This design comes from an exercise in tuning for small area and a short achievable clock period on the open sky130 flow, not from production work. In this exercise RTL edits were held to simulation tests only and were not proved equivalent to the original. Power is estimated from default activity; no workload was simulated.

### flow/constraint.sdc
create_clock -name core_clock -period 6.0 [get_ports {clk}]
set_input_delay 1.2000 -clock core_clock [delete_from_list [all_inputs] [get_ports {clk}]]
set_output_delay 1.2000 -clock core_clock [all_outputs]
set_load 0.01 [all_outputs]
### flow/design.v
package nn_pkg;
  localparam int DW_DEF    = 16;
  localparam int DEPTH_DEF = 64;
  localparam int CW_DEF    = $clog2(DEPTH_DEF) + 1;
  localparam int Q_INT_BITS  = 8;
  localparam int Q_FRAC_BITS = 8;
  typedef enum logic [1:0] {
    IDLE = 2'd0,
    FILL = 2'd1,
    RUN  = 2'd3
  } ld_state_t;
  function automatic logic [6:0] fill_threshold(input logic [5:0] nl);
    fill_threshold = (nl == 6'd0) ? 7'd1 : {1'b0, nl};
  endfunction
endpackage
module nn_sync_fifo #(
  parameter int DW    = 16,
  parameter int DEPTH = 64,
  parameter int CW    = $clog2(DEPTH) + 1
) (
  input  logic          clk,
  input  logic          rst_n,
  input  logic          flush,
  input  logic          wr_en,
  input  logic [DW-1:0] wr_data,
  input  logic          rd_en,
  output logic [DW-1:0] rd_data,
  output logic [CW-1:0] count,
  output logic          full,
  output logic          empty
);
  localparam int AW = CW - 1;           
  localparam int LW = AW / 2;           
  localparam int HW = AW - LW;          
  localparam int NL = 1 << LW;
  localparam int NH = 1 << HW;
  logic [DW-1:0] body [DEPTH-1];
  logic [DW-1:0] head_reg;
  logic [DW-1:0] head_next;
  logic [DW-1:0] second;
  logic [CW-1:0] count_reg;             
  logic [CW-1:0] count_out;             
  logic          full_out;              
  logic [CW-1:0] count_next;
  logic [NL-1:0] sel_lo;                
  logic [NH:0]   sel_hi;                
  logic          do_wr;
  logic          do_rd;
  assign empty = (count_reg == '0);
  assign count = count_out;
  assign full  = full_out;
  assign do_wr = wr_en && !count_reg[CW-1] && !flush;
  assign do_rd = rd_en && !empty && !flush;
  assign rd_data = head_reg;
  always_ff @(posedge clk) begin
    if (do_wr) begin
      body[0] <= wr_data;
      for (int i = 1; i < DEPTH - 1; i++) begin
        body[i] <= body[i-1];
      end
    end
  end
  always_comb begin
    count_next = count_reg;
    if (flush) begin
      count_next = '0;
    end else if (do_wr && !do_rd) begin
      count_next = count_reg + 1'b1;
    end else if (do_rd && !do_wr) begin
      count_next = count_reg - 1'b1;
    end
  end
  localparam logic [NL-1:0] LO_RST = NL'(1) << (NL - 2);    
  localparam logic [NH:0]   HI_RST = (NH + 1)'(1);
  logic count_up, count_down;
  assign count_up   = do_wr && !do_rd;
  assign count_down = do_rd && !do_wr;
  always_ff @(posedge clk or negedge rst_n) begin
    if (!rst_n) begin
      sel_lo <= LO_RST;
      sel_hi <= HI_RST;
    end else if (flush) begin
      sel_lo <= LO_RST;
      sel_hi <= HI_RST;
    end else if (count_up) begin
      sel_lo <= {sel_lo[NL-2:0], sel_lo[NL-1]};
      if (sel_lo[NL-1]) sel_hi <= {sel_hi[NH-1:0], 1'b0};
    end else if (count_down) begin
      sel_lo <= {sel_lo[0], sel_lo[NL-1:1]};
      if (sel_lo[0]) sel_hi <= {1'b0, sel_hi[NH:1]};
    end
  end
  always_comb begin
    logic [DW-1:0] grp;
    second = '0;
    for (int j = 0; j < NH; j++) begin
      grp = '0;
      for (int k = 0; k < NL; k++) begin
        if (j * NL + k < DEPTH - 1) begin
          grp = grp | ({DW{sel_lo[k]}} & body[j * NL + k]);
        end
      end
      second = second | ({DW{sel_hi[j+1]}} & grp);
    end
  end
  always_comb begin
    if (do_rd) begin
      head_next = second | ((do_wr && count_reg == CW'(1)) ? wr_data : '0);
    end else if (do_wr && empty) begin
      head_next = wr_data;
    end else begin
      head_next = head_reg;
    end
  end
  always_ff @(posedge clk or negedge rst_n) begin
    if (!rst_n) begin
      head_reg  <= '0;
      count_reg <= '0;
      count_out <= '0;
      full_out  <= 1'b0;
    end else begin
      head_reg  <= flush ? '0 : head_next;
      count_reg <= count_next;
      count_out <= count_next;
      full_out  <= count_next[CW-1];
    end
  end
endmodule
module nn_param_loader #(
  parameter int DW    = nn_pkg::DW_DEF,
  parameter int DEPTH = nn_pkg::DEPTH_DEF,
  parameter int CW    = $clog2(DEPTH) + 1
) (
  input  logic          clk,
  input  logic          rst_n,
  input  logic [DW-1:0] s_data,
  input  logic          s_is_bias,
  input  logic          s_valid,
  output logic          s_ready,
  input  logic          run_req,
  input  logic          flush,
  input  logic [5:0]    nl_first,
  input  logic          weight_en,
  input  logic          bias_en,
  input  logic          tot_complete,
  output logic [DW-1:0] wt_in,
  output logic [DW-1:0] bias_in,
  output logic          start,
  output logic          busy,
  output logic [CW-1:0] wt_count,
  output logic [CW-1:0] bias_count,
  output logic          underflow
);
  logic      wt_full, wt_empty;
  logic      bias_full, bias_empty;
  logic      wt_push, bias_push;
  logic      fill_done;
  logic      pop_empty;
  nn_pkg::ld_state_t state_reg, state_next;
  logic      start_reg, start_next;
  logic      underflow_reg;
  assign s_ready   = s_is_bias ? !bias_full : !wt_full;
  assign wt_push   = s_valid && !s_is_bias && !wt_full;
  assign bias_push = s_valid &&  s_is_bias && !bias_full;
  nn_sync_fifo #(.DW(DW), .DEPTH(DEPTH), .CW(CW)) u_wt_fifo (
    .clk     (clk),
    .rst_n   (rst_n),
    .flush   (flush),
    .wr_en   (wt_push),
    .wr_data (s_data),
    .rd_en   (weight_en),
    .rd_data (wt_in),
    .count   (wt_count),
    .full    (wt_full),
    .empty   (wt_empty)
  );
  nn_sync_fifo #(.DW(DW), .DEPTH(DEPTH), .CW(CW)) u_bias_fifo (
    .clk     (clk),
    .rst_n   (rst_n),
    .flush   (flush),
    .wr_en   (bias_push),
    .wr_data (s_data),
    .rd_en   (bias_en),
    .rd_data (bias_in),
    .count   (bias_count),
    .full    (bias_full),
    .empty   (bias_empty)
  );
  assign fill_done = (32'(wt_count)   >= 32'(nn_pkg::fill_threshold(nl_first))) &&
                     (32'(bias_count) >= 32'(nn_pkg::fill_threshold(nl_first)));
  assign pop_empty = (weight_en && wt_empty) || (bias_en && bias_empty);
  always_comb begin
    state_next = state_reg;
    start_next = 1'b0;
    if (flush) begin
      state_next = nn_pkg::IDLE;
    end else begin
      unique case (state_reg)
        nn_pkg::IDLE: if (run_req) state_next = nn_pkg::FILL;
        nn_pkg::FILL: begin
          if (fill_done) begin
            state_next = nn_pkg::RUN;
            start_next = 1'b1;
          end
        end
        nn_pkg::RUN:  if (tot_complete) state_next = nn_pkg::IDLE;
        default: state_next = nn_pkg::IDLE;
      endcase
    end
  end
  always_ff @(posedge clk or negedge rst_n) begin
    if (!rst_n) begin
      state_reg <= nn_pkg::IDLE;
      start_reg <= 1'b0;
    end else begin
      state_reg <= state_next;
      start_reg <= start_next;
    end
  end
  always_ff @(posedge clk or negedge rst_n) begin
    if (!rst_n) begin
      underflow_reg <= 1'b0;
    end else if (flush) begin
      underflow_reg <= 1'b0;
    end else if (pop_empty) begin
      underflow_reg <= 1'b1;
    end
  end
  assign start     = start_reg;
  assign busy      = state_reg[0];
  assign underflow = underflow_reg;
endmodule
### flow/run.sh
#!/bin/bash
# synth_recipe.tcl (not shown) runs the flow's synth.tcl, then flattens the netlist and writes it again
# the make line also repeats each setting of config.mk as NAME=value (left out here)
make -C /OpenROAD-flow-scripts/flow DESIGN_CONFIG=/design/flow/config.mk WORK_HOME=/design/flow/orfs CLKGATE_MAP_FILE= SYNTH_SCRIPT=/design/flow/synth_recipe.tcl finish
### flow/config.mk
export PLATFORM = sky130hd
export DESIGN_NAME = nn_param_loader
export DESIGN_NICKNAME = nn_param_loader
export VERILOG_FILES = /design/flow/design.v
export SDC_FILE = /design/flow/constraint.sdc
export NUM_CORES = 4
export LEC_CHECK = 0
export CAP_MARGIN = 20
export CORE_MARGIN = 2
export CORE_UTILIZATION = 55
export CTS_CLUSTER_DIAMETER = 100
export CTS_CLUSTER_SIZE = 24
export SETUP_SLACK_MARGIN = 3.2
export SLEW_MARGIN = 20
==> results.yml, run 1 <==
status:
  status: "complete, no violations"
global_routing:
  grt_pass1_wl_mm: 271
  first_global_vias: 40300
  grt_usage: 0.255
  grt_max_degree: 139
  grt_remaining_overflow: 0
  antenna_found_initial: 3
yosys:
  synth_area_per_cell_sq_um: 18.5
  synth_seq_area_share: 0.821
  synth-edff-count: 2016
  ys_types: 67
  ys_ff_latch: 2100
  syn_nets: 4162
  syn_inst: 4113
  ys_warn_count: 3
  synth_area_sq_um: 76300
  async_flop_share: 0.0400
  synth-main-ff-cell: "edfxtp_1"
critical_path:
  r2r_cells: 7
  required_ps: 4800
  startpoint_type: "input port"
  arrival_ps: 1750
  cp_max_fo: 3
  critPathCaptureType: "output pin"
  worstSetupPathType: "input port to output pin"
timing:
  rsz0062_at_grt: "yes"
  min_period_ps: 2950
  finalHoldViolCount: 0
  drv_slew: 0
  fin_skew_ps: 23.2
  tns_ps: 0
  max_freq_mhz: 339
  tightest_slew_ps: 1040
  slew_headroom: 0.306
  period_share: 0.492
  setup_viol: 0
die:
  die_area_sq_um: 142000
  die_w_um: 376
  initial_core_util: 0.555
  die_h_um: 376
  coreArea_sq_um: 137000
  num_rows: 136
  io_pins: 81
pwr:
  p_leak_nw: 25.6
  cellPowerDensity_nw_per_um2: 343
  ir_drop_v: 0.000261
clock_network:
  clockBufferDepth: 3
  path_clk_slew_ps: 90
  cts-root-buf: "clkbuf_16"
  htreeDepth: 3
  holdBufCountCts: 0
  cts_tree: "yes"
  numCtsBuffers: 97
  clkLatencyLatePin_ps: 740
  clock_sinks: 2100
drt:
  vias: 41500
  drc: 0
  vias_per_cell: 6.92
  drt_iter0_drc: 5625
  drt_wl_total_mm: 185
  firstDrtPassIters: 6
  antenna_left: 0
  wire_per_inst_um: 30.9
final_layout:
  design_area_sq_um: 83000
  drive_gt1_frac: 0.0784
  top_regs: "u_bias_fifo.body x1008, u_wt_fifo.body x1008"
  layout.cells.non_filler: 6003
  fin_nets: 4180
  areaGrowthSynthToFinish_pct: 8.76
  post-route-util: 0.603
  n_fill_cell: 9958
hold_path:
  min_path_cells: 0
  min_path_type: "register to register"
placed_design:
  gp_congestion: 0.782
  io_buffers: 80
  dp_cells: 5770
  dp_hpwl_mm: 94.1
  dpl-instance-area_sq_um: 79200
run:
  drv_cap: 0
-- worst paths after layout --
check,startpoint,to,slack (ps)
worst max register to register,u_bias_fifo.sel_lo[1],u_bias_fifo.head_reg[1],3170
max in group asynchronous,rst_n,u_wt_fifo.sel_lo[0],4210
worst max-delay path,s_is_bias,s_ready,3050
worst min register to register,u_wt_fifo.body[22][3],u_wt_fifo.body[23][3],440
worst min-delay path,u_wt_fifo.body[22][3],u_wt_fifo.body[23][3],440
min in group asynchronous,rst_n,u_bias_fifo.head_reg[13],540
-- worst max-delay path, cell delays in order --
cell and delay (ps):
clkbuf_2 120, mux2i_1 190, clkdlybuf4s15_2 250
-- cell usage in the layout, fill, tap and decap left out, drive strengths merged, types with 27 or more instances in the layout --
master / n
a21oi: 27
a221o: 32
a221oi: 33
a222oi: 33
a22o: 32
a22oi: 1018
a31oi: 34
buf: 123
clkbuf: 180
clkdlybuf4s50: 27
dfrtp: 80
dlygate4sd2: 35
edfxtp: 2016
nand2: 48
nand3: 42
nand4: 210
nor2: 32
o21ai: 39
-- synth_stat cells, drive strengths merged, types with 4 or more instances --
cell	n	area, sq um
a21o	4	30.0
a21oi	27	135
a221o	32	320
a221oi	33	307
a222oi	33	330
a22o	32	280
a22oi	1018	7640
a311oi	9	96.4
a31oi	34	213
a41oi	17	149
and3	4	25.0
buf	80	375
clkbuf	215	807
dfrtp	80	2000
dfstp	4	105
edfxtp	2016	60500
ha	18	225
inv	12	45.0
mux2i	15	150
nand2	48	180
nand2b	5	31.3
nand3	42	215
nand4	210	1310
nor2	32	125
nor3	9	50.1
o21ai	39	199
xnor2	4	35.0
xor2	4	35.0
-- per-layer routing --
| metal | track usage | wire length [um] |
|---|---|---|
| met1 | 0.386 | 79800 |
| met3 | 0.0439 | 15100 |
| met4 | 0.0524 | 3670 |
| met2 | 0.396 | 86800 |
| met5 | 0 | 7 |
-- stage by stage --
step,hold slack (ps),setup WS [ps],total power [mW]
floorplan,426,704,19.4
global placement,428,1680,20.9
CTS,443,2910,28.5
detailed placement,433,1680,21.0
global route,454,3000,29.4
finish,442,3050,28.4
-- final cells by class --
type | instances | area (sq um) | share of cell area
flip-flops and latches | 2100 | 62700 | 0.756
multi-input cells | 1703 | 12500 | 0.151
clock buffers | 173 | 2780 | 0.0335
repair buffers | 209 | 2430 | 0.0293
well taps | 1794 | 2240 | 0.0271
inverters | 15 | 109 | 0.00131
repair inverters | 5 | 85.1 | 0.00103
clock inverters | 3 | 41.3 | 0.000498
diodes | 1 | 2.50 | 0.0000302
-- repair_timing --
| action | 4_1_cts | 5_1_grt |
|---|---|---|
| setup endpoints to repair | 1866 | 682 |
| gates resized for setup | 130 | 19 |
| buffers inserted | 32 | 11 |
| pin swaps | 1 | 2 |
| cloned | 13 | 0 |
-- logic make-up (layout without fill, tap and decap cells) --
logic type               count (synthesis)  in the layout  share of synthesized area
AO/OA/AOI/OAI                         1296           1296                      0.129
AND/OR/NAND/NOR                        366            366                     0.0272
other                                    0              1                          0
flip-flops                            2100           2100                      0.821
adder cells (fa/ha/maj)                 18             18                    0.00295
XOR/XNOR                                 8              8                   0.000919
buffers and inverters                  310            405                     0.0163
multiplexers                            15             15                    0.00197
-- report_power, final --
| group | switching (mW) | total (mW) | internal, mW | leakage (nW) |
|---|---|---|---|---|
| clock network | 4.42 | 7.59 | 3.17 | 1.34 |
| logic | 2.49 | 3.80 | 1.31 | 4.67 |
| registers | 0.555 | 17.0 | 16.5 | 19.6 |
| total | 7.47 | 28.4 | 21.0 | 25.6 |
==> run 2: changes to the inputs <==
--- a/flow/design.v
+++ b/flow/design.v
@@ -27,6 +27,7 @@
   output logic [DW-1:0] rd_data,
   output logic [CW-1:0] count,
   output logic          full,
+  output logic          full_q,
   output logic          empty
 );
   localparam int AW = CW - 1;           
@@ -38,22 +39,19 @@
   logic [DW-1:0] head_reg;
   logic [DW-1:0] head_next;
   logic [DW-1:0] second;
-  logic [CW-1:0] count_reg;             
-  logic [CW-1:0] count_out;             
-  logic          full_out;              
+  logic [CW-1:0] count_reg;
   logic [CW-1:0] count_next;
   logic [NL-1:0] sel_lo;                
   logic [NH:0]   sel_hi;                
   logic          do_wr;
   logic          do_rd;
-  assign empty = (count_reg == '0);
-  assign count = count_out;
-  assign full  = full_out;
+  assign count = {full_q, count_reg[CW-2:0]};
+  assign full  = count_reg[CW-1];
   assign do_wr = wr_en && !count_reg[CW-1] && !flush;
   assign do_rd = rd_en && !empty && !flush;
   assign rd_data = head_reg;
   always_ff @(posedge clk) begin
-    if (do_wr) begin
+    if (wr_en && !count_reg[CW-1]) begin
       body[0] <= wr_data;
       for (int i = 1; i < DEPTH - 1; i++) begin
         body[i] <= body[i-1];
@@ -103,9 +101,12 @@
       second = second | ({DW{sel_hi[j+1]}} & grp);
     end
   end
+  logic one;
+  assign empty = sel_hi[0] && sel_lo[NL-2];
+  assign one   = sel_hi[0] && sel_lo[NL-1];
   always_comb begin
     if (do_rd) begin
-      head_next = second | ((do_wr && count_reg == CW'(1)) ? wr_data : '0);
+      head_next = second | ((do_wr && one) ? wr_data : '0);
     end else if (do_wr && empty) begin
       head_next = wr_data;
     end else begin
@@ -116,13 +117,15 @@
     if (!rst_n) begin
       head_reg  <= '0;
       count_reg <= '0;
-      count_out <= '0;
-      full_out  <= 1'b0;
+      full_q    <= 1'b0;
     end else begin
       head_reg  <= flush ? '0 : head_next;
       count_reg <= count_next;
-      count_out <= count_next;
-      full_out  <= count_next[CW-1];
+      if (flush || count_down) begin
+        full_q <= 1'b0;
+      end else if (count_up && (&count_reg[CW-2:0])) begin
+        full_q <= 1'b1;
+      end
     end
   end
 endmodule
@@ -151,15 +154,15 @@
   output logic [CW-1:0] bias_count,
   output logic          underflow
 );
-  logic      wt_full, wt_empty;
-  logic      bias_full, bias_empty;
+  logic      wt_full, wt_empty, wt_full_q;
+  logic      bias_full, bias_empty, bias_full_q;
   logic      wt_push, bias_push;
   logic      fill_done;
   logic      pop_empty;
   nn_pkg::ld_state_t state_reg, state_next;
   logic      start_reg, start_next;
   logic      underflow_reg;
-  assign s_ready   = s_is_bias ? !bias_full : !wt_full;
+  assign s_ready   = s_is_bias ? !bias_full_q : !wt_full_q;
   assign wt_push   = s_valid && !s_is_bias && !wt_full;
   assign bias_push = s_valid &&  s_is_bias && !bias_full;
   nn_sync_fifo #(.DW(DW), .DEPTH(DEPTH), .CW(CW)) u_wt_fifo (
@@ -172,6 +175,7 @@
     .rd_data (wt_in),
     .count   (wt_count),
     .full    (wt_full),
+    .full_q  (wt_full_q),
     .empty   (wt_empty)
   );
   nn_sync_fifo #(.DW(DW), .DEPTH(DEPTH), .CW(CW)) u_bias_fifo (
@@ -184,6 +188,7 @@
     .rd_data (bias_in),
     .count   (bias_count),
     .full    (bias_full),
+    .full_q  (bias_full_q),
     .empty   (bias_empty)
   );
   assign fill_done = (32'(wt_count)   >= 32'(nn_pkg::fill_threshold(nl_first))) &&
--- a/flow/config.mk
+++ b/flow/config.mk
@@ -10,5 +10,5 @@
 export CORE_UTILIZATION = 55
 export CTS_CLUSTER_DIAMETER = 100
 export CTS_CLUSTER_SIZE = 24
-export SETUP_SLACK_MARGIN = 3.2
+export SETUP_SLACK_MARGIN = 3.4
 export SLEW_MARGIN = 20
==> run 2 against run 1 <==
Effect of this change: still clean on timing, DRC and antenna; first-iteration DRC count is 11% higher; critical path depth increased by 10; flip-flop and latch count up 2; utilization up 0.51 points; count of clock-buffer cells in the layout down 11; fmax grew 2.0%; final cell count increased by 1.3%; largest cell class unchanged.
==> results.yml, run 2 <==
yosys:
  synth.most_common_cell: "edfxtp_1"
  synth-edff-count: 2016
  synth_area_sq_um: 76600
  synth_area_leaders: "edfxtp_1, a22oi_1, dfrtp_1"
  synth_seq_area_share: 0.819
  yosysTopAreaCell: "edfxtp_1"
  ys_warn_count: 3
  ys_types: 63
  syn_nets: 4185
  syn_inst: 4130
  synth_area_per_cell_sq_um: 18.5
  synth.top_cell.area_share: 0.790
  synth-main-ff-cell: "edfxtp_1"
  ys_ff_latch: 2102
  synthTopCellsByCount: "edfxtp_1, a22oi_1, nand4_1"
  async_flop_share: 0.0409
pwr:
  finalPower_mw: 31.1
  ir_drop_v: 0.000309
  p_leak_nw: 26.6
  cellPowerDensity_nw_per_um2: 371
final_layout:
  areaGrowthSynthToFinish_pct: 9.50
  layout_common_cells: "edfxtp_1, a22oi_1, nand4_1"
  post-route-util: 0.608
  final_common_cell: "edfxtp_1"
  top_regs: "u_bias_fifo.body x1008, u_wt_fifo.body x1008"
  drive_gt1_frac: 0.104
  fin_nets: 4269
drt:
  drc: 0
  wire_per_inst_um: 31.2
  drt_wl_total_mm: 190
  firstDrtPassIters: 6
  antenna_left: 0
  vias_per_cell: 6.98
  vias: 42400
  drt_iter0_drc: 6265
timing:
  setup_viol: 0
  min_period_ps: 2890
  tightest_slew_ps: 1070
  fin_skew_ps: 31.5
  finalHoldViolCount: 0
  max_freq_mhz: 346
  rsz0062_at_grt: "yes"
  tns_ps: 0
  drv_slew: 0
  period_share: 0.482
  slew_headroom: 0.288
critical_path:
  required_ps: 6650
  reg2reg_to: "u_wt_fifo.count_reg[6]"
  crit_chain: "buf_8 > or3b_4 > clkinv_16 > nand2_8 > nor2_4 > inv_4 > ha_4 > nor2b_4 > o21ai_2 > a21boi_2 > o21a_1 > or4_1 > a31oi_1"
  startpoint_type: "input port"
  cp_max_fo: 4
  worstSetupPathType: "input port to register"
  rr_startpoint: "u_wt_fifo.count_reg[6]"
  reg2reg_setup_slack_ps: 3200
  critPathCaptureType: "register"
  cp_slowest_cell: "or4_1"
  cp_num_buf_inv: 3
  cp_slowest_stage_delay_ps: 520
  setup.worst_path.start: "s_is_bias"
  cp_top_family: "simple AND/OR/NAND/NOR gates"
  r2r_cells: 12
  worstSetupPathDepth: 13
  endpoint: "u_wt_fifo.count_reg[6]"
  arrival_ps: 3540
clock_network:
  path_clk_slew_ps: 100
  numCtsBuffers: 97
  clockBufferDepth: 3
  cts_tree: "yes"
  clock_sinks: 2102
  cts-root-buf: "clkbuf_16"
  clkLatencyLatePin_ps: 740
  htreeDepth: 3
placed_design:
  gp_congestion: 0.754
  io_buffers: 80
  dp_hpwl_mm: 90.5
die:
  io_pins: 81
  coreArea_sq_um: 138000
  die_area_sq_um: 142000
  die_h_um: 377
  initial_core_util: 0.556
  die_w_um: 377
  num_rows: 136
run:
  drv_cap: 0
global_routing:
  antenna_found_initial: 6
  first_global_vias: 40600
  grt_usage: 0.259
  grt_remaining_overflow: 0
  grt_max_degree: 169
  grt_pass1_wl_mm: 273
hold_path:
  min_path_type: "input port to asynchronous set/reset pin"
status:
  status: "complete, no violations"
==> run 2: cell count changes in the layout (fill, tap and decap cells not counted), sizes merged, moves of 11 or more <==
cell | previous run | this run
buf | 123 | 233
clkbuf | 180 | 169
a41oi | 17 | 2
a211oi | 3 | 14
nor3b | 2 | 14
dlygate4sd2 | 35 | 1
nand4 | 210 | 226
o21ai | 39 | 15
a21oi | 27 | 40
==> run 2: worst register-to-register path, cell delays in order (launching register included) <==
cell and delay (ps):
dfrtp_1 440, or3b_4 500, clkinv_16 90, nand2_8 50
nor2_4 170, inv_4 70, ha_4 240, nor2b_4 120
o21ai_2 140, a21boi_2 80, o21a_1 180, or4_1 520
a31oi_1 140
==> run 2: how the worst min path moves through the flow <==
stage | startpoint | endpoint | cells past startpoint
floorplan | u_bias_fifo.body[57][0] | u_bias_fifo.body[58][0] | 0
global route | rst_n | u_bias_fifo.count_reg[5] | 1
CTS | rst_n | u_bias_fifo.count_reg[5] | 1
global placement | u_bias_fifo.body[6][5] | u_bias_fifo.body[7][5] | 0
detailed placement | u_wt_fifo.body[57][4] | u_wt_fifo.body[58][4] | 0
finish | rst_n | u_bias_fifo.count_reg[5] | 1
==> run 2: metal layers <==
metal | GRT usage | share of wire | up-vias
met5 | 0 | 0.00015 | -
li1 | - | - | 17700
met3 | 0.0597 | 0.098 | 238
met2 | 0.365 | 0.43 | 2126
met4 | 0.0629 | 0.023 | 4
met1 | 0.410 | 0.44 | 22400
==> run 2: what timing repair did <==
action | 4_1_cts | 5_1_grt
setup endpoints to repair | 1890 | 652
cloned | 6 | 6
gates resized for setup | 305 | 53
hold buffers | 0 | 0
setup buffers | 61 | 41
pin swaps | 9 | 15
==> run 2: stage by stage <==
stage,setup WS (ps),area [sq um],hold WS (ps),instances
3_5_place_dp,1210,79400,433,5795
3_3_place_gp,1280,79400,428,5795
2_1_floorplan,597,76700,426,4130
4_1_cts,3140,83100,309,6028
5_1_grt,3080,83800,324,6075
6_report,3110,83900,350,6081
==> run 2: cell families (layout without fill, tap and decap cells) <==
group | count (synthesis) | in the layout | synth area share
AOI/OAI and AO/OA | 1281 | 1282 | 0.128
xor gates and xnor gates | 11 | 11 | 0.00136
adders and majority gates | 24 | 24 | 0.00412
buffers and inverters | 306 | 456 | 0.0166
DFF | 2102 | 2102 | 0.819
muxes | 15 | 15 | 0.00196
other | 0 | 6 | 0
and+or+nand+nor | 391 | 391 | 0.0291
==> run 2: final cells by class <==
class | instances | area (sq um)
Timing Repair Buffer | 268 | 3050
Antenna cell | 6 | 15.0
Sequential cell | 2102 | 62800
Inverter | 19 | 126
Clock inverter | 4 | 46.3
Tap cell | 1794 | 2240
Fill cell | 9964 | 54000
Timing Repair inverter | 3 | 48.8
Multi-Input combinational cell | 1723 | 12800
Clock buffer | 162 | 2710
==> run 2: report_power, final <==
group          internal [mW]  total [mW]  switching [mW]
Clock                   3.12        7.55            4.43
Combinational           1.52        4.50            2.99
Sequential              18.1        19.1           0.943
==> run 3: changes to the inputs <==
==> flow/flow/run.sh (new file) <==
#!/bin/bash
# Standard layout, with one addition: the IO placer keeps the pins of the
# input-to-output path s_is_bias -> s_ready next to each other.
set -euo pipefail
W=$(pwd)
bash standard.sh PRE_IO_PLACEMENT_TCL="$W/flow/pre_io.tcl" finish > "$W/orfs_make.log" 2>&1
==> flow/flow/pre_io.tcl (new file) <==
# Place s_is_bias and s_ready side by side: the only path from an input
# straight to an output runs between them.
set_io_pin_constraint -pin_names {s_is_bias s_ready} -group -order
==> flow/standard.sh (new file) <==
#!/bin/bash
# synth_recipe.tcl (not shown) runs the flow's synth.tcl, then flattens the netlist and writes it again
# the make line also repeats each setting of config.mk as NAME=value (left out here)
make -C /OpenROAD-flow-scripts/flow DESIGN_CONFIG=/design/flow/config.mk WORK_HOME=/design/flow/orfs CLKGATE_MAP_FILE= SYNTH_SCRIPT=/design/flow/synth_recipe.tcl "${@:-finish}"
--- a/flow/config.mk
+++ b/flow/config.mk
@@ -7,7 +7,7 @@
 export LEC_CHECK = 0
 export CAP_MARGIN = 20
 export CORE_MARGIN = 2
-export CORE_UTILIZATION = 55
+export CORE_UTILIZATION = 40
 export CTS_CLUSTER_DIAMETER = 100
 export CTS_CLUSTER_SIZE = 24
 export SETUP_SLACK_MARGIN = 3.4
removed: flow/run.sh
==> run 3 against run 2 <==
Effect of this change: critical endpoint unchanged; register-to-register slack improved by 50 ps; still clean; critical path depth did not move; flip-flop and latch count did not move; via count rose by 0.49%.
==> results.yml, run 3 <==
status:
  status: "complete, no violations"
critical_path:
  rr_startpoint: "u_wt_fifo.count_reg[6]"
  reg2reg_to: "u_wt_fifo.count_reg[6]"
  reg2reg_setup_slack_ps: 3250
  worstSetupPathType: "input port to register"
  r2r_cells: 12
  arrival_ps: 3510
  critPathCaptureType: "register"
  required_ps: 6690
  cp_max_fo: 5
  startpoint_type: "input port"
yosys:
  synth-compound-area-share: 0.128
  synthMuxAreaShare: 0.00196
  ys_types: 63
  syn_inst: 4130
  synthAdderAreaFrac: 0.00412
  synth.top_cell.area_share: 0.790
  ys_ff_latch: 2102
  synth-simple-area-share: 0.0291
  yosysTopAreaCell: "edfxtp_1"
  synth_area_leaders: "edfxtp_1, a22oi_1, dfrtp_1"
  yosys.area_share.xor_xnor: 0.00136
  synth_area_per_cell_sq_um: 18.5
  async_flop_share: 0.0409
  synth_area_sq_um: 76600
  synth-edff-count: 2016
  syn_nets: 4185
  ys_warn_count: 3
  synth_seq_area_share: 0.819
  synth.most_common_cell: "edfxtp_1"
  synth_top_family_by_area: "compound AO/OA/AOI/OAI gates"
  synth-main-ff-cell: "edfxtp_1"
  synthTopCellsByCount: "edfxtp_1, a22oi_1, nand4_1"
clock_network:
  clkLatencyLatePin_ps: 760
  path_clk_slew_ps: 90
  numCtsBuffers: 98
  cts_tree: "yes"
  clock_sinks: 2102
  htreeDepth: 3
  holdBufCountCts: 0
  cts-root-buf: "clkbuf_16"
  clockBufferDepth: 3
pwr:
  cellPowerDensity_nw_per_um2: 369
  finalPower_mw: 31.5
  netSwitchingFraction: 0.270
  power_frac_comb: 0.148
  clock_power_share: 0.245
  power_switching_mw: 8.50
  seq_power_share: 0.607
  ir_drop_v: 0.000224
  p_leak_nw: 26.7
  p_int_mw: 23.0
hold_path:
  min_path_type: "input port to asynchronous set/reset pin"
timing:
  tns_ps: 0
  drv_slew: 0
  tightest_slew_ps: 984
  rsz0062_at_grt: "yes"
  min_period_ps: 2820
  finalHoldViolCount: 0
  period_share: 0.470
  setup_viol: 0
  max_freq_mhz: 355
  hold_ws_ps: 331
  slew_headroom: 0.344
  fin_skew_ps: 35.8
drt:
  vias_per_cell: 6.27
  antenna_left: 0
  drc: 0
  drt_iter0_drc: 5956
  drt_wl_total_mm: 195
  firstDrtPassIters: 7
  vias: 42600
  wire_per_inst_um: 28.7
placed_design:
  io_buffers: 80
  dp_hpwl_mm: 92.4
  gp_congestion: 0.773
  dp_cells: 6501
die:
  die_area_sq_um: 195000
  die_w_um: 442
  coreArea_sq_um: 190000
  die_h_um: 442
  num_rows: 160
  io_pins: 81
  initial_core_util: 0.403
final_layout:
  fin_nets: 4264
  layout_common_cells: "edfxtp_1, a22oi_1, nand4_1"
  layout.cells.non_filler: 6796
  n_fill_cell: 16200
  post-route-util: 0.448
  drive_gt1_frac: 0.106
  top_regs: "u_bias_fifo.body x1008, u_wt_fifo.body x1008"
  areaGrowthSynthToFinish_pct: 11.1
  final_common_cell: "edfxtp_1"
global_routing:
  grt_pass1_wl_mm: 281
  antenna_found_initial: 5
  grt_remaining_overflow: 0
  first_global_vias: 40700
  grt_usage: 0.191
  grt_max_degree: 188
run:
  drv_cap: 0
## run 3: cell counts after synthesis
Identical to the previous run, type by type.
## run 3: cells by family (layout without fill, tap and decap cells)
group | after synthesis | after routing
compound gates | 1281 | 1281
xor+xnor | 11 | 11
fa+ha+maj | 24 | 24
buf+inv | 306 | 459
flops | 2102 | 2102
mux | 15 | 15
other cells | 0 | 2
simple gates | 391 | 391
## run 3: timing repair
item / CTS / global route
endpoints found under the setup margin: 1875 / 1018
resized for setup: 337 / 45
endpoints found under the hold margin: 0 / 0
buffers inserted: 67 / 30
pin swaps: 4 / 21
gates cloned: 13 / 9
## run 3: power by group through the flow
stage | Combinational (mW) | Clock, mW | Sequential, mW
CTS | 4.40 | 7.90 | 19.1
detailed placement | 3.78 | 0 | 19.6
global route | 5.00 | 8.36 | 19.3
global placement | 3.75 | 0 | 19.5
finish | 4.65 | 7.70 | 19.1
floorplan | 2.62 | 0 | 19.1
## run 3: per-stage QoR
step	setup slack, ps	cell area (sq um)
floorplan	597	76700
global placement	1200	80300
detailed placement	1140	80300
CTS	3210	84400
global route	3150	85100
finish	3180	85100
## run 3: final cells by class
| class | instances | area (sq um) | share of cell area |
|---|---|---|---|
| Timing Repair Buffer | 263 | 3330 | 0.0391 |
| Sequential cell | 2102 | 62800 | 0.738 |
| Timing Repair inverter | 3 | 48.8 | 0.000573 |
| Antenna cell | 2 | 5.00 | 0.0000588 |
| Tap cell | 2511 | 3140 | 0.0369 |
| Multi-Input combinational cell | 1722 | 12800 | 0.151 |
| Clock inverter | 7 | 90.1 | 0.00106 |
| Inverter | 19 | 126 | 0.00148 |
| Clock buffer | 167 | 2750 | 0.0323 |
## run 3: critical path: stages
cell       delay, ps
buf_8            110
or3b_4           450
clkinv_16         80
nand2_8           40
nor2_4           140
inv_4             70
ha_4             260
nor2b_4          130
o21ai_2          170
a21boi_2          80
o21a_1           200
or4_4            410
a31oi_1          170
## run 3: per-layer routing
metal,wire length [um],share of wire,GRT usage
met5,0,0,0
met4,3810,0.020,0.0443
met3,15500,0.080,0.0278
met2,89100,0.46,0.289
met1,86800,0.44,0.293
## run 3: worst max-delay path by stage
stage | start | slack, ps | end | cells after the start
global route | s_is_bias | 3150 | u_wt_fifo.count_reg[6] | 13
global placement | s_is_bias | 1200 | u_wt_fifo.count_reg[6] | 13
floorplan | s_valid | 600 | u_wt_fifo.count_reg[6] | 13
finish | s_is_bias | 3180 | u_wt_fifo.count_reg[6] | 13
CTS | s_is_bias | 3210 | s_ready | 3
detailed placement | s_is_bias | 1140 | u_wt_fifo.count_reg[6] | 13
==> run 4: changes to the inputs <==
--- a/flow/config.mk
+++ b/flow/config.mk
@@ -7,8 +7,8 @@
 export LEC_CHECK = 0
 export CAP_MARGIN = 20
 export CORE_MARGIN = 2
-export CORE_UTILIZATION = 40
+export CORE_UTILIZATION = 55
 export CTS_CLUSTER_DIAMETER = 100
 export CTS_CLUSTER_SIZE = 24
-export SETUP_SLACK_MARGIN = 3.4
+export SETUP_SLACK_MARGIN = 3.25
 export SLEW_MARGIN = 20
==> run 4 against run 3 <==
Effect of this change: still clean; power is 1.7% lower; fmax shrank 3.5%; synthesized area unchanged; synthesized cell count unchanged; critical path depth unchanged; final cell count down 11%; setup slack worse by 100 ps; clock skew down 15 ps; flip-flop and latch count unchanged; critical path type unchanged.
==> results.yml, run 4 <==
yosys:
  synth_seq_area_share: 0.819
  ys_types: 63
  syn_nets: 4185
  synth-main-ff-cell: "edfxtp_1"
  yosysTopAreaCell: "edfxtp_1"
  synth_area_sq_um: 76600
  synth.top_cell.area_share: 0.790
  synth.most_common_cell: "edfxtp_1"
  ys_warn_count: 3
  synth_area_per_cell_sq_um: 18.5
  ys_ff_latch: 2102
  async_flop_share: 0.0409
  synthTopCellsByCount: "edfxtp_1, a22oi_1, nand4_1"
  synth_area_leaders: "edfxtp_1, a22oi_1, dfrtp_1"
  syn_inst: 4130
  synth-edff-count: 2016
timing:
  setup_ws_ps: 3080
  min_period_ps: 2920
  drv_slew: 0
  tightest_slew_ps: 1130
  period_share: 0.487
  finalHoldViolCount: 0
  max_freq_mhz: 342
  hold_ws_ps: 445
  slew_headroom: 0.245
  rsz0062_at_grt: "yes"
  setup_viol: 0
  fin_skew_ps: 21.0
  tns_ps: 0
final_layout:
  drive_gt1_frac: 0.0827
  final_common_cell: "edfxtp_1"
  layout.cells.non_filler: 6040
  fin_nets: 4221
  top_regs: "u_bias_fifo.body x1008, u_wt_fifo.body x1008"
  areaGrowthSynthToFinish_pct: 8.66
  layout_common_cells: "edfxtp_1, a22oi_1, nand4_1"
  n_fill_cell: 10100
run:
  drv_cap: 0
die:
  die_area_sq_um: 142000
  die_h_um: 377
  io_pins: 81
  die_w_um: 377
  coreArea_sq_um: 138000
  initial_core_util: 0.556
  num_rows: 136
global_routing:
  top_usage_layer: "met1"
  antenna_found_initial: 10
  first_global_vias: 39800
  grt_pass1_wl_mm: 266
  met1_usage: 0.404
  grt_remaining_overflow: 0
  grt_max_degree: 190
  met3_usage: 0.0589
  gr-usage-met2: 0.347
  grt_usage: 0.251
pwr:
  cellPowerDensity_nw_per_um2: 371
  clock_power_share: 0.244
  ir_drop_v: 0.000219
  finalPower_mw: 30.9
  power_frac_comb: 0.137
  p_int_mw: 22.7
  seq_power_share: 0.619
  p_leak_nw: 26.3
  netSwitchingFraction: 0.266
  power_switching_mw: 8.24
placed_design:
  dp_hpwl_mm: 90.3
  io_buffers: 80
  gp_congestion: 0.779
  dp_cells: 5788
  dp_slack_ps: 1240
clock_network:
  clock_sinks: 2102
  numCtsBuffers: 97
  htreeDepth: 3
  path_clk_slew_ps: 100
  clkLatencyLatePin_ps: 730
  cts_tree: "yes"
  cts-root-buf: "clkbuf_16"
  holdBufCountCts: 0
  clockBufferDepth: 3
critical_path:
  crit_chain: "buf_8 > or3b_4 > clkinv_16 > nand2_4 > nor2_4 > inv_4 > ha_4 > nor2b_1 > o21ai_1 > a21boi_1 > o21a_1 > or4_1 > a31oi_1"
  cp_max_fo: 8
  cp_slowest_cell: "or3b_4"
  required_ps: 6650
  cp_slowest_stage_delay_ps: 470
  worstSetupPathType: "input port to register"
  startpoint_type: "input port"
  arrival_ps: 3570
  critPathCaptureType: "register"
drt:
  firstDrtPassIters: 6
  vias_per_cell: 6.96
  antenna_left: 0
  wire_per_inst_um: 30.7
  drt_iter0_drc: 6246
  drc: 0
  vias: 42100
  drt_wl_total_mm: 185
status:
  status: "complete, no violations"
hold_path:
  min_path_type: "register to register"
## run 4: cell types whose count changed in the layout (fill, tap and decap cells not counted), moves of 5 or more
cell and delta:
dfrtp_2 -5, dfrtp_1 +5, buf_6 -29, clkdlybuf4s15_2 +8
buf_12 +8, clkbuf_1 +9, bufbuf_16 -5, dlygate4sd2_1 +27
buf_16 -17, buf_2 -9, buf_4 -27, clkdlybuf4s15_1 +8
clkbuf_16 -9
## run 4: worst max-delay path: cells and delay by family
family                     cells  cell delay [ps]
and+or+nand+nor                5             1250
AOI/OAI and AO/OA              4              640
buffers and inverters          3              240
adders and majority gates      1              230
## run 4: logic make-up (layout without fill, tap and decap cells)
kind of cell / after synthesis / count (layout) / synth area share
flops: 2102 / 2102 / 0.819
simple gates: 391 / 391 / 0.0291
xor+xnor: 11 / 11 / 0.00136
compound gates: 1281 / 1281 / 0.128
mux: 15 / 15 / 0.00196
fa+ha+maj: 24 / 24 / 0.00412
other cells: 0 / 1 / 0
buf+inv: 306 / 421 / 0.0166
## run 4: power groups by stage
stage	clock (mW)	combinational (mW)	sequential (mW)
after global placement	0	3.75	19.5
after floorplan	0	2.62	19.1
after detailed placement	0	3.78	19.6
after global routing	8.20	4.57	19.3
final	7.54	4.23	19.1
after CTS	7.74	4.05	19.2
## run 4: what timing repair did
action / 4_1_cts / 5_1_grt
buffers inserted: 43 / 23
pin swaps: 5 / 3
gates cloned: 7 / 0
setup endpoints to repair: 1609 / 794
gates resized for setup: 155 / 16
## run 4: final timing paths
kind,from,endpoint,depth (start not counted),slack [ps]
hold reg to reg,u_wt_fifo.body[47][11],u_wt_fifo.body[48][11],0,450
hold / removal,u_wt_fifo.body[47][11],u_wt_fifo.body[48][11],0,450
max in group asynchronous,rst_n,u_bias_fifo.sel_lo[0],2,4300
setup reg to reg,u_wt_fifo.count_reg[6],u_wt_fifo.count_reg[6],12,3230
setup / recovery,s_is_bias,u_wt_fifo.count_reg[6],13,3080
min in group asynchronous,rst_n,u_wt_fifo.count_reg[0],1,530
## run 4: metal layers
layer | vias up | share of wire
met3 | 222 | 0.10
met2 | 2065 | 0.42
met5 | - | 0.00035
met1 | 22200 | 0.45
li1 | 17600 | -
met4 | 10 | 0.024
## run 4: final cells by class
| class | instances | area, sq um | share of cell area |
|---|---|---|---|
| clock inverters | 4 | 37.5 | 0.000451 |
| repair buffers | 221 | 2470 | 0.0297 |
| diodes | 1 | 2.50 | 0.0000301 |
| multi-input cells | 1722 | 12700 | 0.153 |
| clock buffers | 174 | 2760 | 0.0332 |
| inverters | 19 | 126 | 0.00152 |
| flip-flops and latches | 2102 | 62800 | 0.754 |
| well taps | 1794 | 2240 | 0.0270 |
| repair inverters | 3 | 48.8 | 0.000586 |
## run 4: per-stage QoR
step	instance area, sq um	utilization
finish	83200	0.604
floorplan	76700	-
CTS	82900	0.601
global placement	79400	0.576
detailed placement	79400	0.576
global route	83200	0.604
==> run 5: changes to the inputs <==
--- a/flow/design.v
+++ b/flow/design.v
@@ -58,21 +58,27 @@
       end
     end
   end
-  always_comb begin
-    count_next = count_reg;
-    if (flush) begin
-      count_next = '0;
-    end else if (do_wr && !do_rd) begin
-      count_next = count_reg + 1'b1;
-    end else if (do_rd && !do_wr) begin
-      count_next = count_reg - 1'b1;
-    end
-  end
-  localparam logic [NL-1:0] LO_RST = NL'(1) << (NL - 2);    
-  localparam logic [NH:0]   HI_RST = (NH + 1)'(1);
   logic count_up, count_down;
   assign count_up   = do_wr && !do_rd;
   assign count_down = do_rd && !do_wr;
+  logic [CW-1:0] flip_up, flip_down;
+  always_comb begin
+    flip_up[0]   = 1'b1;
+    flip_down[0] = 1'b1;
+    for (int i = 1; i < CW; i++) begin
+      flip_up[i]   = flip_up[i-1] && count_reg[i-1];
+      flip_down[i] = flip_down[i-1] && !count_reg[i-1];
+    end
+  end
+  always_comb begin
+    if (flush) begin
+      count_next = '0;
+    end else begin
+      count_next = count_reg ^ ({CW{count_up}} & flip_up) ^ ({CW{count_down}} & flip_down);
+    end
+  end
+  localparam logic [NL-1:0] LO_RST = NL'(1) << (NL - 2);    
+  localparam logic [NH:0]   HI_RST = (NH + 1)'(1);
   always_ff @(posedge clk or negedge rst_n) begin
     if (!rst_n) begin
       sel_lo <= LO_RST;
==> run 5 against run 4 <==
Effect of this change: still clean on timing, DRC and antenna; synthesized cell count is 0.63% lower; synthesized area is 0.36% lower; non-clock buffer count is 7 higher; wire length hardly changed; flip-flop and latch count stayed put; first-iteration DRC count is 9.8% lower.
==> results.yml, run 5 <==
timing:
  tns_ps: 0
  max_freq_mhz: 361
  finalHoldViolCount: 0
  setup_viol: 0
  slew_headroom: 0.220
  fin_skew_ps: 44.8
  tightest_slew_ps: 1170
  drv_slew: 0
  period_share: 0.462
  rsz0062_at_grt: "yes"
  min_period_ps: 2770
  hold_ws_ps: 427
die:
  die_h_um: 376
  io_pins: 81
  coreArea_sq_um: 138000
  die_w_um: 376
  die_area_sq_um: 142000
  initial_core_util: 0.554
  num_rows: 136
critical_path:
  arrival_ps: 1570
  worstSetupPathType: "input port to output pin"
  critPathCaptureType: "output pin"
  cp_max_fo: 2
  reg2reg_setup_slack_ps: 3290
  required_ps: 4800
  startpoint_type: "input port"
drt:
  vias: 41600
  firstDrtPassIters: 6
  drt_wl_total_mm: 185
  vias_per_cell: 6.91
  antenna_left: 0
  wire_per_inst_um: 30.7
  drc: 0
  drt_iter0_drc: 5631
clock_network:
  holdBufCountCts: 0
  numCtsBuffers: 97
  clock_sinks: 2102
  htreeDepth: 3
  cts_tree: "yes"
  clkLatencyLatePin_ps: 750
  clockBufferDepth: 3
  cts-root-buf: "clkbuf_16"
  path_clk_slew_ps: 100
yosys:
  async_flop_share: 0.0409
  synth-main-ff-cell: "edfxtp_1"
  ys_types: 50
  ys_warn_count: 3
  synth_area_sq_um: 76300
  synth_area_per_cell_sq_um: 18.6
  ys_ff_latch: 2102
  syn_inst: 4104
  synth.most_common_cell: "edfxtp_1"
  syn_nets: 4149
  synthTopCellsByCount: "edfxtp_1, a22oi_1, nand4_1"
  synth.top_cell.area_share: 0.793
  synth_seq_area_share: 0.822
  yosysTopAreaCell: "edfxtp_1"
  synth-edff-count: 2016
  synth_area_leaders: "edfxtp_1, a22oi_1, dfrtp_1"
final_layout:
  layout_common_cells: "edfxtp_1, a22oi_1, nand4_1"
  areaGrowthSynthToFinish_pct: 8.97
  post-route-util: 0.604
  multi_input_area_sq_um: 12500
  final-seq-area_sq_um: 62800
  fin_nets: 4192
  final_common_cell: "edfxtp_1"
  design_area_sq_um: 83200
  top_regs: "u_bias_fifo.body x1008, u_wt_fifo.body x1008"
  n_fill_cell: 9857
  drive_gt1_frac: 0.0835
pwr:
  finalPower_mw: 27.8
  netSwitchingFraction: 0.245
  seq_power_share: 0.630
  power_frac_comb: 0.100
  ir_drop_v: 0.000255
  power_switching_mw: 6.82
  clock_power_share: 0.270
  cellPowerDensity_nw_per_um2: 335
  p_leak_nw: 26.4
  p_int_mw: 21.0
global_routing:
  grt_remaining_overflow: 0
  antenna_found_initial: 6
  first_global_vias: 39700
  grt_pass1_wl_mm: 267
  grt_usage: 0.252
  grt_max_degree: 166
placed_design:
  gp_congestion: 0.757
  dpl-instance-area_sq_um: 79300
  dp_hpwl_mm: 91.7
  io_buffers: 80
run:
  drv_cap: 0
hold_path:
  min_path_type: "register to register"
status:
  status: "complete, no violations"
-- run 5: routing by layer --
| layer | up-vias | routed length [um] | part of all wire | track usage |
|---|---|---|---|---|
| met4 | 2 | 4840 | 0.026 | 0.0665 |
| li1 | 17500 | - | - | - |
| met5 | - | 9 | 0.000049 | 0 |
| met3 | 234 | 13600 | 0.073 | 0.0346 |
| met2 | 1876 | 86200 | 0.47 | 0.390 |
| met1 | 22000 | 80500 | 0.43 | 0.382 |
-- run 5: cell families after synthesis --
group | synth area share
mux | 0.00210
flops | 0.822
xor+xnor | 0.00172
simple gates | 0.0310
buf+inv | 0.0159
fa+ha+maj | 0.00230
compound gates | 0.125
-- run 5: what timing repair did --
| item | in CTS | in global routing |
|---|---|---|
| resized for setup | 162 | 13 |
| pin swaps | 2 | 0 |
| endpoints found under the setup margin | 1506 | 444 |
| setup buffers | 33 | 23 |
| gates cloned | 5 | 2 |
-- run 5: final cells by class --
| class | instances | area share |
|---|---|---|
| diodes | 2 | 0.0000602 |
| clock buffers | 175 | 0.0328 |
| clock inverters | 4 | 0.000602 |
| inverters | 12 | 0.000903 |
| multi-input cells | 1705 | 0.150 |
| flip-flops and latches | 2102 | 0.755 |
| well taps | 1794 | 0.0270 |
| repair buffers | 228 | 0.0331 |
| repair inverters | 1 | 0.000196 |
-- run 5: final timing paths --
path / startpoint / to / cells past startpoint
worst max-delay path: s_is_bias / s_ready / 3
min in group asynchronous: rst_n / state_reg[0] / 1
worst min-delay path: u_wt_fifo.body[31][12] / u_wt_fifo.body[32][12] / 0
max in group asynchronous: rst_n / u_wt_fifo.head_reg[6] / 2
worst min register to register: u_wt_fifo.body[31][12] / u_wt_fifo.body[32][12] / 0
worst max register to register: u_bias_fifo.sel_lo[2] / u_bias_fifo.head_reg[7] / 7
-- run 5: power groups by stage --
stage	Combinational [mW]	Sequential, mW	Clock (mW)
after floorplan	1.66	17.8	0
final	2.78	17.5	7.52
after global placement	2.45	17.9	0
after detailed placement	2.47	17.9	0
after global routing	3.00	17.6	8.13
after CTS	2.67	17.6	7.72
-- run 5: worst max-delay path, stage by stage --
cell and delay, ps:
buf_8 70, mux2i_1 160, buf_2 150
-- run 5: stage by stage --
stage / setup slack [ps] / cells
6_report: 3230 / 6023
5_1_grt: 3190 / 6021
4_1_cts: 3170 / 5996
3_5_place_dp: 1320 / 5779
3_3_place_gp: 1380 / 5778
2_1_floorplan: -11190 / 4104
==> run 6: changes to the inputs <==
--- a/flow/config.mk
+++ b/flow/config.mk
@@ -7,8 +7,8 @@
 export LEC_CHECK = 0
 export CAP_MARGIN = 20
 export CORE_MARGIN = 2
-export CORE_UTILIZATION = 55
+export CORE_UTILIZATION = 40
 export CTS_CLUSTER_DIAMETER = 100
 export CTS_CLUSTER_SIZE = 24
-export SETUP_SLACK_MARGIN = 3.25
+export SETUP_SLACK_MARGIN = 3.3
 export SLEW_MARGIN = 20
==> run 6 against run 5 <==
Effect of this change: register-to-register slack better by 20 ps; synthesized area stayed put; critical path depth stayed put; critical endpoint unchanged; fmax is 0.81% lower; hold slack better by 13 ps; non-clock buffer count is 7 higher.
==> results.yml, run 6 <==
drt:
  drc: 0
  drt_wl_total_mm: 189
  antenna_left: 0
  firstDrtPassIters: 6
  vias_per_cell: 6.20
  wire_per_inst_um: 28.1
  drt_iter0_drc: 5231
  vias: 41700
final_layout:
  layout.cells.non_filler: 6732
  fin_nets: 4202
  layout_common_cells: "edfxtp_1, a22oi_1, nand4_1"
  top_regs: "u_bias_fifo.body x1008, u_wt_fifo.body x1008"
  areaGrowthSynthToFinish_pct: 10.2
  final_common_cell: "edfxtp_1"
  drive_gt1_frac: 0.0955
yosys:
  synth-edff-count: 2016
  synth_area_per_cell_sq_um: 18.6
  yosysTopAreaCell: "edfxtp_1"
  ys_ff_latch: 2102
  syn_nets: 4149
  synth_area_sq_um: 76300
  ys_warn_count: 3
  async_flop_share: 0.0409
  synth-main-ff-cell: "edfxtp_1"
  synth.top_cell.area_share: 0.793
  synth_area_leaders: "edfxtp_1, a22oi_1, dfrtp_1"
  ys_types: 50
  synth.most_common_cell: "edfxtp_1"
  syn_inst: 4104
  synth_seq_area_share: 0.822
  synthTopCellsByCount: "edfxtp_1, a22oi_1, nand4_1"
clock_network:
  holdBufCountCts: 0
  cts_tree: "yes"
  numCtsBuffers: 97
  clockBufferDepth: 3
  clkLatencyLatePin_ps: 750
  cts-root-buf: "clkbuf_16"
  clock_sinks: 2102
  htreeDepth: 3
  path_clk_slew_ps: 100
critical_path:
  cp_max_fo: 3
  crit_chain: "buf_6 > mux2i_1 > buf_2"
  cp_num_buf_inv: 2
  required_ps: 4800
  worstSetupPathType: "input port to output pin"
  arrival_ps: 1590
  cp_slowest_cell: "mux2i_1"
  critPathCaptureType: "output pin"
  cp_slowest_stage_delay_ps: 170
  cp_top_family: "buffers and inverters"
  startpoint_type: "input port"
die:
  die_w_um: 441
  die_h_um: 441
  io_pins: 81
  num_rows: 160
  die_area_sq_um: 194000
  initial_core_util: 0.402
  coreArea_sq_um: 190000
placed_design:
  dp_cells: 6494
  dp_hpwl_mm: 96.0
  io_buffers: 80
  gp_congestion: 0.767
status:
  status: "complete, no violations"
timing:
  rsz0062_at_grt: "yes"
  drv_slew: 0
  fin_skew_ps: 30.3
  period_share: 0.466
  finalHoldViolCount: 0
  slew_headroom: 0.286
  setup_viol: 0
  max_freq_mhz: 358
  hold_ws_ps: 440
  min_period_ps: 2790
  tightest_slew_ps: 1070
  tns_ps: 0
hold_path:
  min_path_type: "register to register"
pwr:
  cellPowerDensity_nw_per_um2: 331
  p_leak_nw: 26.4
  ir_drop_v: 0.000258
global_routing:
  grt_usage: 0.187
  grt_max_degree: 125
  antenna_found_initial: 9
  first_global_vias: 40400
  grt_remaining_overflow: 0
  grt_pass1_wl_mm: 275
run:
  drv_cap: 0
[run 6: area by class of cell]
type / count / area (sq um)
Timing Repair Buffer: 235 / 2700
Tap cell: 2511 / 3140
Antenna cell: 3 / 7.51
Clock buffer: 156 / 2670
Multi-Input combinational cell: 1705 / 12600
Sequential cell: 2102 / 62800
Timing Repair inverter: 4 / 48.8
Fill cell: 16200 / 106000
Inverter: 12 / 75.1
Clock inverter: 4 / 45.0
[run 6: layer usage]
metal	track usage	wire, um
met1	0.273	81300
met2	0.292	88200
met3	0.0308	14400
met4	0.0497	5250
met5	0	0
[run 6: kinds of logic after synthesis]
logic type / after synthesis / synth area share
DFF: 2102 / 0.822
AOI/OAI and AO/OA: 1253 / 0.125
and+or+nand+nor: 407 / 0.0310
buffers and inverters: 297 / 0.0159
muxes: 16 / 0.00210
xor gates and xnor gates: 15 / 0.00172
adders and majority gates: 14 / 0.00230
[run 6: worst paths after layout]
| check | start | to | slack, ps | depth (start not counted) |
|---|---|---|---|---|
| max in group asynchronous | rst_n | u_bias_fifo.head_reg[6] | 4300 | 2 |
| worst min-delay path | u_wt_fifo.body[30][4] | u_wt_fifo.body[31][4] | 440 | 0 |
| worst max register to register | u_bias_fifo.sel_lo[1] | u_bias_fifo.head_reg[15] | 3310 | 7 |
| worst min register to register | u_wt_fifo.body[30][4] | u_wt_fifo.body[31][4] | 440 | 0 |
| min in group asynchronous | rst_n | u_wt_fifo.sel_lo[0] | 550 | 1 |
| worst max-delay path | s_is_bias | s_ready | 3210 | 3 |
[run 6: power by group]
part	switching, mW	internal [mW]	total (mW)
sequential	0.619	17.0	17.6
clock	4.39	3.09	7.48
combinational	1.87	0.930	2.80
total	6.88	21.0	27.9
[run 6: through the flow]
stage / power (mW) / util / area [sq um] / setup slack (ps)
floorplan: 19.5 / - / 76400 / -11190
global placement: 20.4 / 0.423 / 80200 / 1960
detailed placement: 20.5 / 0.423 / 80200 / 1940
CTS: 28.0 / 0.441 / 83700 / 3160
global route: 28.8 / 0.443 / 84100 / 3130
finish: 27.9 / 0.443 / 84100 / 3210
[run 6: what timing repair did]
| item | 4_1_cts | 5_1_grt |
|---|---|---|
| cloned | 8 | 2 |
| setup buffers | 39 | 26 |
| pin swaps | 3 | 4 |
| gates resized for setup | 254 | 15 |
| setup endpoints to repair | 1736 | 483 |
| hold endpoints to repair | 0 | 0 |
==> run 7: changes to the inputs <==
--- a/flow/config.mk
+++ b/flow/config.mk
@@ -10,5 +10,5 @@
 export CORE_UTILIZATION = 40
 export CTS_CLUSTER_DIAMETER = 100
 export CTS_CLUSTER_SIZE = 24
-export SETUP_SLACK_MARGIN = 3.3
+export SETUP_SLACK_MARGIN = 3.2
 export SLEW_MARGIN = 20
==> run 7 against run 6 <==
Effect of this change: still clean; wire length down 2.2%; clock power barely moved; count of clock-buffer cells in the layout stayed put; synthesized area is the same; clock skew down 1.0 ps; first-iteration DRC count is 1.3% lower; sequential share of layout area up 0.40 points; global-route usage is 0.36 points lower; largest cell class unchanged; largest power group unchanged.
==> results.yml, run 7 <==
status:
  status: "complete, no violations"
critical_path:
  worstSetupPathType: "input port to output pin"
  arrival_ps: 1600
  r2r_cells: 7
  cp_max_fo: 3
  cp_num_buf_inv: 2
  critPathCaptureType: "output pin"
  rr_startpoint: "u_bias_fifo.sel_lo[1]"
  startpoint_type: "input port"
  cp_slowest_stage_delay_ps: 170
  cp_slowest_cell: "mux2i_1"
  cp_top_family: "buffers and inverters"
  required_ps: 4800
  reg2reg_to: "u_bias_fifo.head_reg[15]"
  crit_chain: "buf_6 > mux2i_1 > buf_2"
  reg2reg_setup_slack_ps: 3250
drt:
  drc: 0
  antenna_left: 0
  vias: 41200
  wire_per_inst_um: 27.6
  firstDrtPassIters: 6
  drt_wl_total_mm: 185
  vias_per_cell: 6.16
  drt_iter0_drc: 5161
timing:
  fin_skew_ps: 29.3
  max_freq_mhz: 358
  period_share: 0.466
  slew_headroom: 0.305
  hold_ws_ps: 437
  setup_ws_ps: 3200
  min_period_ps: 2800
  tightest_slew_ps: 1040
  finalHoldViolCount: 0
  drv_slew: 0
  tns_ps: 0
  setup_viol: 0
  rsz0062_at_grt: "yes"
clock_network:
  clockBufferDepth: 3
  numCtsBuffers: 97
  cts_tree: "yes"
  clock_sinks: 2102
  path_clk_slew_ps: 100
  cts-root-buf: "clkbuf_16"
  clkLatencyLatePin_ps: 750
  htreeDepth: 3
die:
  die_area_sq_um: 194000
  io_pins: 81
  initial_core_util: 0.402
  die_w_um: 441
  num_rows: 160
  die_h_um: 441
  coreArea_sq_um: 190000
yosys:
  yosysTopAreaCell: "edfxtp_1"
  synth-edff-count: 2016
  synth_area_per_cell_sq_um: 18.6
  ys_ff_latch: 2102
  synth_seq_area_share: 0.822
  syn_nets: 4149
  ys_warn_count: 3
  synthTopCellsByCount: "edfxtp_1, a22oi_1, nand4_1"
  synth_area_sq_um: 76300
  synth.most_common_cell: "edfxtp_1"
  syn_inst: 4104
  ys_types: 50
  synth-main-ff-cell: "edfxtp_1"
  async_flop_share: 0.0409
  synth.top_cell.area_share: 0.793
  synth_area_leaders: "edfxtp_1, a22oi_1, dfrtp_1"
final_layout:
  fin_nets: 4165
  final_common_cell: "edfxtp_1"
  design_area_sq_um: 83600
  drive_gt1_frac: 0.0813
  areaGrowthSynthToFinish_pct: 9.61
  n_fill_cell: 16300
  top_regs: "u_bias_fifo.body x1008, u_wt_fifo.body x1008"
  layout_common_cells: "edfxtp_1, a22oi_1, nand4_1"
hold_path:
  min_from: "u_wt_fifo.body[30][4]"
  min_path_cells: 0
  hold_end: "u_wt_fifo.body[31][4]"
  min_path_type: "register to register"
global_routing:
  met1_usage: 0.269
  met3_usage: 0.0294
  grt_max_degree: 125
  top_usage_layer: "met2"
  grt_usage: 0.183
  first_global_vias: 40200
  grt_remaining_overflow: 0
  gr-usage-met2: 0.286
  antenna_found_initial: 10
  grt_pass1_wl_mm: 271
run:
  drv_cap: 0
placed_design:
  dp_hpwl_mm: 96.0
  dp_slack_ps: 1940
  gp_congestion: 0.767
  dpl-instance-area_sq_um: 80200
  io_buffers: 80
pwr:
  cellPowerDensity_nw_per_um2: 332
  p_leak_nw: 26.2
  ir_drop_v: 0.000258
[run 7: power breakdown]
| part | switching (mW) | internal, mW |
|---|---|---|
| combinational | 1.78 | 0.874 |
| clock | 4.38 | 3.08 |
| sequential | 0.649 | 17.0 |
| total | 6.82 | 20.9 |
[run 7: worst max path at each step]
stage,start,endpoint,slack (ps),cells past startpoint
after global routing,u_bias_fifo.full_q,s_ready,3120,3
after CTS,s_is_bias,s_ready,3000,3
after global placement,s_is_bias,u_bias_fifo.sel_hi[1],1960,6
after floorplan,s_is_bias,u_bias_fifo.body[0][0],-11190,2
after detailed placement,weight_en,u_wt_fifo.head_reg[1],1940,5
final,s_is_bias,s_ready,3200,3
[run 7: logic make-up (layout without fill, tap and decap cells)]
| group | count (synthesis) | in the layout | synth area share |
|---|---|---|---|
| muxes | 16 | 16 | 0.00210 |
| adders and majority gates | 14 | 14 | 0.00230 |
| DFF | 2102 | 2102 | 0.822 |
| and+or+nand+nor | 407 | 407 | 0.0310 |
| buffers and inverters | 297 | 374 | 0.0159 |
| other | 0 | 1 | 0 |
| AOI/OAI and AO/OA | 1253 | 1253 | 0.125 |
| xor gates and xnor gates | 15 | 15 | 0.00172 |
[run 7: metal layers]
| layer | vias to the layer above | routed length (um) |
|---|---|---|
| met5 | - | 13 |
| met1 | 21800 | 80400 |
| met3 | 248 | 13500 |
| met2 | 1740 | 86000 |
| met4 | 2 | 4880 |
| li1 | 17400 | - |
[run 7: repair_timing]
item                                     CTS  global route
pin swaps                                  1             2
cloned                                     7             0
hold buffers                               0             0
buffers inserted                          19            12
resized for setup                        156            18
endpoints found under the setup margin  1498            38
[run 7: worst register-to-register path, cell delays in order (launching register included)]
cell and delay, ps:
dfrtp_4 690, buf_12 340, a22oi_1 340, nand4_1 140, a22o_1 280, a221oi_1 410
a31oi_1 150, a221o_1 280
[run 7: through the flow]
step                      power [mW]  cells   util
after floorplan                 19.5   4104      -
after global placement          20.4   6494  0.423
after detailed placement        20.5   6494  0.423
after CTS                       27.9   6680  0.440
after global routing            28.7   6693  0.441
final                           27.7   6693  0.441
[run 7: cell type report]
class                      instances  area, sq um  area share
multi-input combinational       1705        12600       0.150
clock inverter                     4         45.0    0.000539
sequential                      2102        62800       0.751
tap                             2511         3140      0.0376
timing repair buffer             199         2310      0.0276
inverter                          12         75.1    0.000898
antenna                            1         2.50   0.0000299
timing repair inverter             3         37.5    0.000449
clock buffer                     156         2670      0.0319

-- separate check: timing with driven ports --
No port has a modelled driver above. Below, the same layouts with a new extraction and two added sets of constraints. Step 1: set_driving_cell puts a clkbuf_16 on clk and a buf_2 on each other input, an assumption about the parent block. Step 2 times the ports against the registers' clock, not the clock port: input delays grow and output delays shrink by t, the midpoint of the rising clock arrivals with the driver on. Three values: ideal ports, drivers, drivers and shift; two values: the first two.
run	shift t [ns]	slack for setup (ns)	hold WS [ns]	worst register clock-pin slew, ns	worst data-port slew with drivers (ns)
run 1	0.802	3.050 / 2.983 / 2.353	0.442 / 0.442 / 0.442	0.11 / 0.11	0.12
run 2	0.798	3.108 / 3.145 / 2.346	0.350 / 0.299 / 0.442	0.10 / 0.10	0.30
run 3	0.829	3.181 / 3.159 / 2.341	0.331 / 0.278 / 0.424	0.10 / 0.10	0.20
run 4	0.793	3.078 / 3.112 / 2.319	0.445 / 0.445 / 0.445	0.10 / 0.10	0.24
run 5	0.806	3.228 / 3.169 / 2.473	0.427 / 0.423 / 0.427	0.10 / 0.10	0.16
run 6	0.812	3.206 / 3.161 / 2.554	0.440 / 0.440 / 0.440	0.11 / 0.11	0.20
run 7	0.812	3.204 / 3.144 / 2.468	0.437 / 0.437 / 0.437	0.11 / 0.11	0.19
After both steps setup and hold are still met in every run listed. For run 3, which loses most, drivers alone change the setup slack by -0.022 ns; drivers and shift together by -0.840 ns.
